Context: an optimization exercise on an open-source flow, tuned for small area. The choices shown serve that exercise and are no tape-out recipe.
Where RTL was checked, it was by simulation tests only, not by an equivalence proof against the original.
Power is estimated from default activity; no workload was simulated.

==> flow/design.v (excerpt) <==
module spc_top #(
    parameter int NUM_PWM   = 8,
    parameter int PWM_CNT_W = 16
) (
    input  wire logic                          clk,
    input  wire logic                          rst_n,
    input  wire logic [spc_pkg::OPCODE_W-1:0]  cmd_opcode,
    input  wire logic [spc_pkg::ADDR_W-1:0]    cmd_addr,
    input  wire logic [spc_pkg::DATA_W-1:0]    cmd_data,
    input  wire logic                          cmd_valid,
    output logic                               spi_sclk,
    output logic                               spi_mosi,
    input  wire logic                          spi_miso,
    output logic [spc_pkg::CS_W-1:0]           spi_cs,
    output logic [NUM_PWM-1:0]                 pwm_out,
    output logic [spc_pkg::DATA_W-1:0]         tx_data,
    output logic                               tx_en,
    input  wire logic                          tx_done
);
==> module spc_pwm_bank, before the edit <==
module spc_pwm_bank #(
    parameter int NUM_PWM   = 8,
    parameter int PWM_CNT_W = 16
) (
    input  wire logic                          clk,
    input  wire logic                          rst_n,
    input  wire logic                          pwm_wr,
    input  wire logic [((NUM_PWM > 1) ? $clog2(NUM_PWM) : 1)-1:0] pwm_sel,
    input  wire logic [spc_pkg::DATA_W-1:0]    pwm_wdata,
    output logic [NUM_PWM-1:0]                 pwm_out
);
    localparam int SEL_W = (NUM_PWM > 1) ? $clog2(NUM_PWM) : 1;
    localparam int PER_LSB = spc_pkg::DATA_W / 2;
    if (PWM_CNT_W > spc_pkg::DATA_W / 2) begin : g_width_check
        $error("PWM_CNT_W does not fit half of the data word");
    end
    logic [PWM_CNT_W-1:0] w_per;
    logic [PWM_CNT_W-1:0] w_duty;
    logic [PWM_CNT_W-1:0] w_start;
    logic [PWM_CNT_W:0]   w_diff;
    logic [PWM_CNT_W-1:0] w_under;
    assign w_per   = pwm_wdata[PER_LSB +: PWM_CNT_W];
    assign w_duty  = pwm_wdata[0 +: PWM_CNT_W];
    assign w_start = -w_per;
    assign w_diff  = {1'b0, w_per} - {1'b0, w_duty};
    assign w_under = w_diff[PWM_CNT_W] ? '0 : w_diff[PWM_CNT_W-1:0];
    for (genvar i = 0; i < NUM_PWM; i++) begin : g_ch
        logic [PWM_CNT_W-1:0] start_q;
        logic [PWM_CNT_W-1:0] start_d;
        logic [PWM_CNT_W-1:0] under_q;
        logic [PWM_CNT_W-1:0] x_q;
        logic [PWM_CNT_W:0]   carry;
        logic [PWM_CNT_W:0]   over;
        logic                 en_q;
        logic                 wr_hit;
        logic                 load;
        assign wr_hit = pwm_wr && (pwm_sel == SEL_W'(i));
        assign start_d = start_q ^ ((start_q ^ w_start) & {PWM_CNT_W{wr_hit}});
        assign carry[0] = 1'b1;
        assign over[0]  = 1'b0;
        for (genvar b = 0; b < PWM_CNT_W; b++) begin : g_bit
            assign carry[b+1] = carry[b] & x_q[b];
            assign over[b+1]  = (x_q[b] && under_q[b]) || (x_q[b] && over[b]) ||
                                (under_q[b] && over[b]);
        end
        assign load = wr_hit || carry[PWM_CNT_W];
        always_ff @(posedge clk or negedge rst_n) begin
            if (!rst_n) begin
                en_q <= 1'b0;
            end else if (wr_hit) begin
                en_q <= |w_per;
            end
        end
        always_ff @(posedge clk) begin
            if (wr_hit) begin
                under_q <= w_under;
            end
            start_q <= start_d;
            x_q     <= ((x_q ^ carry[PWM_CNT_W-1:0]) & {PWM_CNT_W{!wr_hit}}) |
                       (start_d & {PWM_CNT_W{load}});
        end
        assign pwm_out[i] = en_q && !over[PWM_CNT_W];
    end
endmodule
==> flow/config.mk <==
export PLATFORM = sky130hd
export DESIGN_NAME = spc_top
export DESIGN_NICKNAME = spc_top
export VERILOG_FILES = /design/flow/design.v
export SDC_FILE = /design/flow/constraint.sdc
export NUM_CORES = 4
export LEC_CHECK = 0
export CAP_MARGIN = 20
export CORE_MARGIN = 2
export CORE_UTILIZATION = 40
export SLEW_MARGIN = 20
==> flow/constraint.sdc <==
create_clock -name core_clock -period 5.0 [get_ports {clk}]
set_input_delay 1.0000 -clock core_clock [delete_from_list [all_inputs] [get_ports {clk}]]
set_output_delay 1.0000 -clock core_clock [all_outputs]
set_load 0.01 [all_outputs]
standard.sh (not shown) runs the stock make flow with config.mk's settings and CLKGATE_MAP_FILE= SYNTH_SCRIPT=/design/flow/synth_recipe.tcl, a recipe that flattens the netlist after the stock synthesis.
==> flow/flow/run.sh <==
#!/bin/bash
# Standard ORFS layout (standard.sh) with these changes:
#  - synthesis maps logic with an area-oriented ABC script (flow/abc_area.script);
#    the rest of the ORFS scripts are used unchanged, through links
#  - single-drive buffers on the ports
#  - clock tree from clkbuf_8 leaf clusters, without dummy loads
set -euo pipefail
here=$(pwd)
mkdir -p "$here/scripts"
for f in "$FLOW_HOME"/scripts/*; do
  ln -sfn "$f" "$here/scripts/$(basename "$f")"
done
rm -f "$here/scripts/abc_area.script"
cp "$here/flow/abc_area.script" "$here/scripts/abc_area.script"

export BUFFER_PORTS_ARGS="-buffer_cell sky130_fd_sc_hd__buf_1"
export CTS_ARGS="-sink_clustering_enable -repair_clock_nets -dont_use_dummy_load -buf_list sky130_fd_sc_hd__clkbuf_8 -sink_clustering_size 16 -sink_clustering_max_diameter 50"

bash standard.sh SCRIPTS_DIR="$here/scripts" ABC_AREA=1 finish > "$here/standard.log" 2>&1
==> flow/flow/abc_area.script <==
&get -n
&st
&syn3
&dch -f
&nf -a -p -R 1000
&st
&syn3
&dch -f
&nf -a -p -R 1000
&st
&dch -f
&nf -a -p -R 1000
&put
Then changed:
--- a/flow/design.v
+++ b/flow/design.v
@@ -149,11 +149,17 @@
     logic [PWM_CNT_W-1:0] w_duty;
     logic [PWM_CNT_W-1:0] w_start;
-    logic [PWM_CNT_W:0]   w_diff;
+    logic [PWM_CNT_W-1:0] w_diff;
     logic [PWM_CNT_W-1:0] w_under;
+    logic [PWM_CNT_W:0]   w_borrow;
     assign w_per   = pwm_wdata[PER_LSB +: PWM_CNT_W];
     assign w_duty  = pwm_wdata[0 +: PWM_CNT_W];
     assign w_start = -w_per;
-    assign w_diff  = {1'b0, w_per} - {1'b0, w_duty};
-    assign w_under = w_diff[PWM_CNT_W] ? '0 : w_diff[PWM_CNT_W-1:0];
+    assign w_borrow[0] = 1'b0;
+    for (genvar b = 0; b < PWM_CNT_W; b++) begin : g_sub
+        assign w_diff[b]     = w_per[b] ^ w_duty[b] ^ w_borrow[b];
+        assign w_borrow[b+1] = (!w_per[b] && w_duty[b]) || (!w_per[b] && w_borrow[b]) ||
+                               (w_duty[b] && w_borrow[b]);
+    end
+    assign w_under = w_borrow[PWM_CNT_W] ? '0 : w_diff;
     for (genvar i = 0; i < NUM_PWM; i++) begin : g_ch
         logic [PWM_CNT_W-1:0] start_q;
The changed run completed, yet does not pass: setup timing.
Cell area came out lower slightly.
Routed wire length came out higher slightly.
Power came out higher slightly.
Utilization came out higher by 0.66 points.
Register-to-register slack gets better by 0.02 ns.
Global-route usage came out higher by 0.39 points.
Die area came out lower slightly.
Flip-flop and latch count stays the same.
For the second run of this note, only the layout was checked, not whether the RTL still works.

what the ideal ports hide:
The flow's constraints put no driver on any port. The routed layouts listed below were extracted and timed again, unchanged, in two steps.
Step 1 sets driving cells, clkbuf_16 on the clock port and buf_2 on the other inputs (assumed; they add their load-dependent delay and slew).
Step 2 moves the port delays by t, midway between the first and last clock arrival at a register: inputs arrive t later, outputs are due t later. That takes back most of the time a late clock gives input paths.
a / b / c = ideal / step 1 / step 2; a / b = the first two.
run	t, ns	setup WS [ns]	worst slew at a driven data input, ns
the first run	0.649	0.490 / 0.479 / -0.136	0.11
the second run	0.667	-1.667 / -1.662 / -2.330	0.09
With both steps, setup timing fails in the first run, where it was met with ideal ports. For the second run, which loses most, drivers alone change the setup slack by +0.005 ns; drivers and shift together by -0.663 ns.
